Background: an optimization exercise with open tools, aiming at small area, a short achievable clock period and few clock cycles per item. Do not read the settings as production practice.
The RTL was checked by simulation tests, not by an equivalence proof against the original design.
Power figures rest on the tool's default switching activity, not on a simulated workload.

`flow/run.sh`:
```
#!/bin/bash
# synth_recipe.tcl (not shown) runs the flow's synth.tcl, then flattens the netlist and writes it again
# the make line also repeats each setting of config.mk as NAME=value (left out here)
make -C /OpenROAD-flow-scripts/flow DESIGN_CONFIG=/design/flow/config.mk WORK_HOME=/design/flow/orfs CLKGATE_MAP_FILE= SYNTH_SCRIPT=/design/flow/synth_recipe.tcl finish
```
`flow/config.mk`:
```
export PLATFORM = sky130hd
export DESIGN_NAME = top_payload_generator
export DESIGN_NICKNAME = top_payload_generator
export VERILOG_FILES = /design/flow/design.v
export SDC_FILE = /design/flow/constraint.sdc
export NUM_CORES = 4
export LEC_CHECK = 0
export CAP_MARGIN = 20
export CORE_MARGIN = 2
export CORE_UTILIZATION = 40
export SLEW_MARGIN = 20
```
`flow/constraint.sdc`:
```
create_clock -name core_clock -period 5.0 [get_ports {clk}]
set_input_delay 1.0000 -clock core_clock [delete_from_list [all_inputs] [get_ports {clk}]]
set_output_delay 1.0000 -clock core_clock [all_outputs]
set_load 0.01 [all_outputs]
```
`flow/design.v`:
```
`timescale 1ns/1ns
package order_pkg;
    typedef enum logic [7:0] {
        NEW     = 8'h30,
        CANCEL  = 8'h34,
        REPLACE = 8'h35
    } exec_type_e;
    typedef enum logic [7:0] {
        BUY  = 8'h31,
        SELL = 8'h32
    } side_e;
    typedef enum logic [7:0] {
        MARKET = 8'h31,
        LIMIT  = 8'h32
    } ord_type_e;
    typedef enum logic [7:0] {
        DAY = 8'h30,
        IOC = 8'h33,
        FOK = 8'h34
    } tif_e;
    typedef logic [31:0]       price_t;
    typedef logic [15:0]       qty_t;
    typedef logic [64-1:0] symbol_t;
    typedef struct packed {
        exec_type_e exec_type;
        side_e      side;
        ord_type_e  ord_type;
        tif_e       tif;
        price_t     price;
        qty_t       qty;
        symbol_t    symbol;
    } order_t;
    typedef logic [5-1:0][7:0] order_no_t;
endpackage
`timescale 1ns/1ns
package stream_pkg;
    typedef logic [64-1:0] beat_t;
    typedef logic [$clog2(4)-1:0] pe_idx_t;
    typedef enum logic [2:0] {
        IDLE,
        HDR,
        BODY,
        SYM,
        TAIL
    } builder_state_e;
    typedef logic [15:0] session_id_t;
    typedef logic [31:0] seq_num_t;
endpackage
`timescale 1ns/1ns
module order_slots (
    input  logic                          clk,
    input  logic                          resetn,
    input  logic [4-1:0]            pe_valid_i,
    input  logic [4*(32 + 32 + 16 + 64)-1:0]   pe_order_i,
    output logic [4-1:0]            pe_ready_o,
    output logic [4-1:0]            req_o,
    output logic [4*(32 + 32 + 16 + 64)-1:0]   order_o,
    input  logic                          grant_valid_i,
    input  stream_pkg::pe_idx_t           grant_idx_i
);
    logic [4-1:0]          full_q;
    logic [4*(32 + 32 + 16 + 64)-1:0] slot_q;
    assign pe_ready_o = ~full_q;
    assign req_o      = full_q;
    assign order_o    = slot_q;
    always_ff @(posedge clk) begin
        if (!resetn) begin
            full_q <= '0;
        end else begin
            for (int i = 0; i < 4; i++) begin
                if (grant_valid_i && grant_idx_i == stream_pkg::pe_idx_t'(i)) begin
                    full_q[i] <= 1'b0;
                end else if (pe_valid_i[i] && !full_q[i]) begin
                    full_q[i] <= 1'b1;
                end
            end
        end
    end
    always_ff @(posedge clk) begin
        for (int i = 0; i < 4; i++) begin
            if (pe_valid_i[i] && !full_q[i]) begin
                slot_q[i*(32 + 32 + 16 + 64) +: (32 + 32 + 16 + 64)] <= pe_order_i[i*(32 + 32 + 16 + 64) +: (32 + 32 + 16 + 64)];
            end
        end
    end
endmodule
`timescale 1ns/1ns
module payload_arbiter (
    input  logic                clk,
    input  logic                resetn,
    input  logic [4-1:0]  req_i,
    input  logic                busy_i,
    output logic                grant_valid_o,
    output stream_pkg::pe_idx_t grant_idx_o
);
    stream_pkg::pe_idx_t ptr_q;
    stream_pkg::pe_idx_t pick;
    stream_pkg::pe_idx_t idx;
    logic    found;
    always_comb begin
        found = 1'b0;
        pick  = ptr_q;
        idx   = ptr_q;
        for (int k = 0; k < 4; k++) begin
            idx = stream_pkg::pe_idx_t'((32'(ptr_q) + k) % 4);
            if (!found && req_i[idx]) begin
                found = 1'b1;
                pick  = idx;
            end
        end
    end
    always_ff @(posedge clk) begin
        if (!resetn) begin
            grant_valid_o <= 1'b0;
            grant_idx_o   <= '0;
            ptr_q         <= '0;
        end else begin
            grant_valid_o <= 1'b0;
            if (!busy_i && !grant_valid_o && found) begin
                grant_valid_o <= 1'b1;
                grant_idx_o   <= pick;
                ptr_q         <= stream_pkg::pe_idx_t'((32'(pick) + 1) % 4);
            end
        end
    end
endmodule
`timescale 1ns/1ns
module order_no_counter (
    input  logic                 clk,
    input  logic                 resetn,
    input  logic                 advance_i,
    output order_pkg::order_no_t order_no_o
);
    logic [8*5-1:0] digits_q;
    logic [5-1:0]   carry;
    always_comb begin
        logic c;
        c = advance_i;
        carry[0] = c;
        for (int d = 1; d < 5; d++) begin
            c = c && (digits_q[8*(d-1) +: 8] == "9");
            carry[d] = c;
        end
    end
    always_ff @(posedge clk) begin
        if (!resetn) begin
            for (int d = 0; d < 5; d++) begin
                digits_q[8*d +: 8] <= "0";
            end
        end else begin
            for (int d = 0; d < 5; d++) begin
                if (carry[d]) begin
                    digits_q[8*d +: 8] <= (digits_q[8*d +: 8] == "9") ? "0" : digits_q[8*d +: 8] + 8'd1;
                end
            end
        end
    end
    assign order_no_o = digits_q;
endmodule
`timescale 1ns/1ns
module payload_builder (
    input  logic                          clk,
    input  logic                          resetn,
    input  logic [4*(32 + 32 + 16 + 64)-1:0]   order_i,
    input  logic                          grant_valid_i,
    input  stream_pkg::pe_idx_t           grant_idx_i,
    output logic                          busy_o,
    input  stream_pkg::session_id_t       session_id_i,
    input  stream_pkg::seq_num_t          msg_seq_num_i,
    input  order_pkg::order_no_t          order_no_i,
    input  logic                          tready_i,
    output logic                          tvalid_o,
    output logic                          tlast_o,
    output stream_pkg::beat_t             tdata_o
);
    stream_pkg::builder_state_e state_q;
    order_pkg::order_t          ord_q;
    stream_pkg::session_id_t    session_q;
    stream_pkg::seq_num_t       seq_q;
    order_pkg::order_no_t       order_no_q;
    order_pkg::order_t          sel_order;
    stream_pkg::beat_t          beat0, beat1, beat2, beat3;
    assign sel_order = order_i[grant_idx_i*(32 + 32 + 16 + 64) +: (32 + 32 + 16 + 64)];
    always_ff @(posedge clk) begin
        if (!resetn) begin
            state_q <= stream_pkg::IDLE;
        end else begin
            case (state_q)
                stream_pkg::IDLE: if (grant_valid_i) state_q <= stream_pkg::HDR;
                stream_pkg::HDR:  if (tready_i) state_q <= stream_pkg::BODY;
                stream_pkg::BODY: if (tready_i) state_q <= stream_pkg::SYM;
                stream_pkg::SYM:  if (tready_i) state_q <= stream_pkg::TAIL;
                stream_pkg::TAIL: if (tready_i) state_q <= stream_pkg::IDLE;
                default: state_q <= stream_pkg::IDLE;
            endcase
        end
    end
    always_ff @(posedge clk) begin
        if (state_q == stream_pkg::IDLE && grant_valid_i) begin
            ord_q      <= sel_order;
            session_q  <= session_id_i;
            seq_q      <= msg_seq_num_i;
            order_no_q <= order_no_i;
        end
    end
    always_comb begin
        beat0 = {session_q, ord_q.exec_type, ord_q.side, seq_q};
        beat1 = {ord_q.price, ord_q.qty, ord_q.ord_type, ord_q.tif};
        beat2 = ord_q.symbol;
        beat3 = {order_no_q, 24'd0};
    end
    always_comb begin
        case (state_q)
            stream_pkg::HDR:     tdata_o = beat0;
            stream_pkg::BODY:    tdata_o = beat1;
            stream_pkg::SYM:     tdata_o = beat2;
            stream_pkg::TAIL:    tdata_o = beat3;
            default: tdata_o = '0;
        endcase
    end
    assign tvalid_o = (state_q != stream_pkg::IDLE);
    assign tlast_o  = (state_q == stream_pkg::TAIL);
    assign busy_o   = (state_q != stream_pkg::IDLE);
endmodule
`timescale 1ns/1ns
module top_payload_generator (
    input  logic                          clk,
    input  logic                          resetn,
    input  logic [15:0]                   session_id_i,
    input  logic [31:0]                   msg_seq_num_i,
    input  logic [4-1:0]            pe_valid_i,
    input  logic [4*(32 + 32 + 16 + 64)-1:0]   pe_order_i,
    output logic [4-1:0]            pe_ready_o,
    input  logic                          tready_i,
    output logic                          tvalid_o,
    output logic                          tlast_o,
    output logic [64-1:0]            tdata_o
);
    order_pkg::order_no_t        order_no;
    logic [4-1:0]          req;
    logic [4*(32 + 32 + 16 + 64)-1:0] order;
    logic                        grant_valid;
    stream_pkg::pe_idx_t         grant_idx;
    logic                        busy;
    order_slots u_slots (
        .clk           (clk),
        .resetn        (resetn),
        .pe_valid_i    (pe_valid_i),
        .pe_order_i    (pe_order_i),
        .pe_ready_o    (pe_ready_o),
        .req_o         (req),
        .order_o       (order),
        .grant_valid_i (grant_valid),
        .grant_idx_i   (grant_idx)
    );
    payload_arbiter u_arbiter (
        .clk           (clk),
        .resetn        (resetn),
        .req_i         (req),
        .busy_i        (busy),
        .grant_valid_o (grant_valid),
        .grant_idx_o   (grant_idx)
    );
    order_no_counter u_order_no (
        .clk        (clk),
        .resetn     (resetn),
        .advance_i  (grant_valid),
        .order_no_o (order_no)
    );
    payload_builder u_builder (
        .clk           (clk),
        .resetn        (resetn),
        .order_i       (order),
        .grant_valid_i (grant_valid),
        .grant_idx_i   (grant_idx),
        .busy_o        (busy),
        .session_id_i  (session_id_i),
        .msg_seq_num_i (msg_seq_num_i),
        .order_no_i    (order_no),
        .tready_i      (tready_i),
        .tvalid_o      (tvalid_o),
        .tlast_o       (tlast_o),
        .tdata_o       (tdata_o)
    );
endmodule
```
==> flow_summary.ini <==
[outcome]
status = timing/DRC/antenna clean

[clock_tree]
ctsLongestPathBuffers = 3
tritoncts = done
ctsResizeCount = 0
clk_pin_slew_ps = 60
cts_setup_buffers = 0
cts-root-buf = clkbuf_16
clk_latency_ps = 650
cts_sinks = 860
htreeDepth = 3
ctsHoldBuffers = 0
cts_buffers = 93

[critical_path]
required_ps = 4000
critPathLaunchType = register
reg2reg_depth = 5
timing.rr.end = u_order_no.digits_q[37]
critPathLaunch = u_builder.state_q[0]
critPathTopFamily = buffers and inverters
timing.rr.start = u_arbiter.grant_valid_o
rrSetupSlack_ps = 2310
critPathMaxFanout = 31
cp_num_cells = 6
critPathBufInv = 3
slowest_stage = clkdlybuf4s50_1
worstSetupPathType = reg -> out
cp_slowest_stage_delay_ps = 610
arrival_ps = 3530
cp-end-kind = primary output
path_cells = nor2b_4 -> buf_4 -> nor2b_4 -> buf_4 -> a221o_1 -> clkdlybuf4s50_1

[die]
num_io_pins = 701
dieArea_mm2 = 0.0812
rows = 103
chipWidth_um = 285
die_y_um = 285
core_mm2 = 0.0786
start_util_pct = 40.2

[drt]
dr.first_iter.drc_count = 1389
vias_per_cell = 5.28
antenna_left = 0
wl_per_cell_um = 28.2
drt_pass1_iterations = 6
drt-total-wl_um = 95700
drc_errors = 0
vias = 17900

[sta]
rsz0062_at_grt = false
fin_tns_setup_ps = 0
final.min_clock_period_ps = 4530
timing.slew.headroom_pct = 33.8
finalCritPeriodShare_pct = 90.6
finalSetupViolations = 0
worstMarginPinSlew_ps = 990
skew_ps = 26.5
final_hold_viol_count = 0
clock.fmax_mhz = 221
layout_setup_ws_ps = 470
finalMaxSlewViolations = 0

[place]
dp_hpwl_um = 67800
portBuffers = 700
postPlaceCellArea_mm2 = 0.0402
place_ws_ps = 1070
gp_congestion = 0.858

[synth]
synth_edf_count = 808
synth-seq-cells = 860
syn_inst = 1487
syn_avg_cell_area_um2 = 21.2
synthFlopType = edfxtp_1
synth_cell_type_count = 48
seq_area_frac_synth_pct = 80.1
ys_async_sr_fraction_pct = 0
syn-cell-area_mm2 = 0.0316
synthesis.nets = 2128
yosys_warnings = 4

[global_routing]
antenna_found_initial = 29
grt_max_degree = 79
grt_pass1_wl_um = 135000
gr-usage-all-layers_pct = 23.3
overflow = 0
grt_pass1_vias = 19000

[final_layout]
layout_commonest_cell = edfxtp_1
post-route-util_pct = 55.2
fin_nets = 2894
final_cell_area_mm2 = 0.0434
drive_gt1_share_pct = 15.4
layout_common_cells = 808 x edfxtp_1, 700 x clkdlybuf4s50_1, 144 x mux4_2, 95 x clkbuf_16, 76 x a22oi_1
area_growth_pct = 37.3

[hold_path]
hp-start = u_order_no.digits_q[21]
min_to = u_builder.order_no_q[21]
min_delay_path_depth = 0
min_path_type = reg -> reg

[power]
power_density_mw_per_mm2 = 428
peakVddDrop_mv = 0.339
total_power_mw = 18.6
p_leak_nw = 14.3

[run]
maxCapViolCount = 0
-- how the worst max path moves through the flow --
stage	slack [ps]	endpoint
floorplan	150	u_builder.ord_q[0]
global placement	1120	tdata_o[44]
detailed placement	1070	tdata_o[44]
CTS	370	tdata_o[44]
global route	290	tdata_o[32]
finish	470	tdata_o[39]
-- stage by stage --
stage,hold WS [ps],cells
after floorplan,436,1487
after global placement,464,3207
after detailed placement,466,3208
after CTS,478,3376
after global routing,497,3383
final,476,3386
-- logic make-up (layout without fill, tap and decap cells) --
group                      count (synthesis)  in the layout  share of synthesized area (%)
and+or+nand+nor                          187            187                           2.94
buffers and inverters                     87            926                           1.11
DFF                                      860            860                           80.1
other                                      0             10                              0
muxes                                    171            171                           11.2
xor gates and xnor gates                  30             30                          0.832
AOI/OAI and AO/OA                        142            142                           3.35
adders and majority gates                 10             10                          0.396
-- cells in the mapped netlist, types with 2 or more instances --
cell,number,share of area [%]
a211oi_1,3,0.071
a21oi_1,12,0.19
a221o_1,14,0.44
a22o_1,14,0.39
a22oi_1,76,1.8
a31oi_1,4,0.079
and2_1,4,0.079
and3_1,4,0.079
buf_1,11,0.13
buf_2,17,0.27
clkbuf_1,41,0.49
dfxtp_1,52,3.3
edfxtp_1,808,77
ha_1,10,0.40
inv_1,16,0.19
mux2_2,24,0.86
mux2i_1,3,0.095
mux4_2,144,10
nand2_1,48,0.57
nand2b_1,5,0.099
nand3_1,18,0.29
nand4_1,12,0.24
nor2_1,55,0.65
nor2b_1,8,0.16
nor3_1,6,0.095
nor4_1,7,0.14
nor4b_1,2,0.055
o21ai_0,12,0.19
o31ai_1,2,0.048
or3_1,8,0.16
or4_1,2,0.048
xnor2_1,15,0.42
xor2_1,15,0.42
-- layout make-up --
| cell class | instances | area [µm²] |
|---|---|---|
| clock inverter | 43 | 547 |
| fill | 6100 | 35300 |
| multi-input combinational | 540 | 5980 |
| timing repair buffer | 741 | 7550 |
| tap | 1050 | 1310 |
| antenna | 10 | 25.0 |
| sequential | 860 | 25300 |
| inverter | 17 | 63.8 |
| clock buffer | 125 | 2560 |
-- report_power, final --
group	internal (mW)	total [mW]	leakage, nW	switching (mW)
combinational	1.35	2.54	4.76	1.19
clock	4.08	6.91	1.51	2.82
sequential	8.76	9.12	8.05	0.357
total	14.2	18.6	14.3	4.37
-- flip-flops by register name, summed over array words and instances (netlist names) --
register / cells
u_builder.order_no_q: 40
u_builder.state_q: 3
u_arbiter.grant_valid_o: 1
u_builder.seq_q: 32
u_builder.session_q: 16
u_slots.full_q: 4
u_slots.slot_q: 576
u_order_no.digits_q: 40
u_arbiter.ptr_q: 2
u_builder.ord_q: 144
u_arbiter.grant_idx_o: 2
-- layer usage --
layer / vias to the layer above / track usage [%] / wire length [µm]
met3: 150 / 6.40 / 7640
met1: 9204 / 28.7 / 36200
li1: 7686 / - / -
met4: 34 / 5.27 / 1820
met2: 790 / 41.2 / 49700
met5: - / 0 / 231
Testbench counts, summed over its fixed seeds: cycles 57,608, items 9,600.

-- port drivers added, routing unchanged --
How much do the figures lean on ideal ports? The routed layout below was timed once more, with nothing changed but the port constraints. Step 1 assumes that a clkbuf_16 drives the clock port and a buf_2 every other input. Step 2, shift: input delay + t, output delay - t, t = (earliest + latest rising clock arrival at the registers) / 2. This alone moves slack from input paths to output paths. Three values: no drivers, after step 1, after step 2; two values: the first two.
shift t [ns]: 0.699
setup WS [ns]: 0.470 / 0.405 / 1.103
slew at the worst register clock pin (ns): 0.06 / 0.06
worst slew at a driven data input, ns: 0.13
After both steps this run still meets setup and hold. For this run, drivers alone change the setup slack by -0.065 ns; drivers and shift together by +0.633 ns.
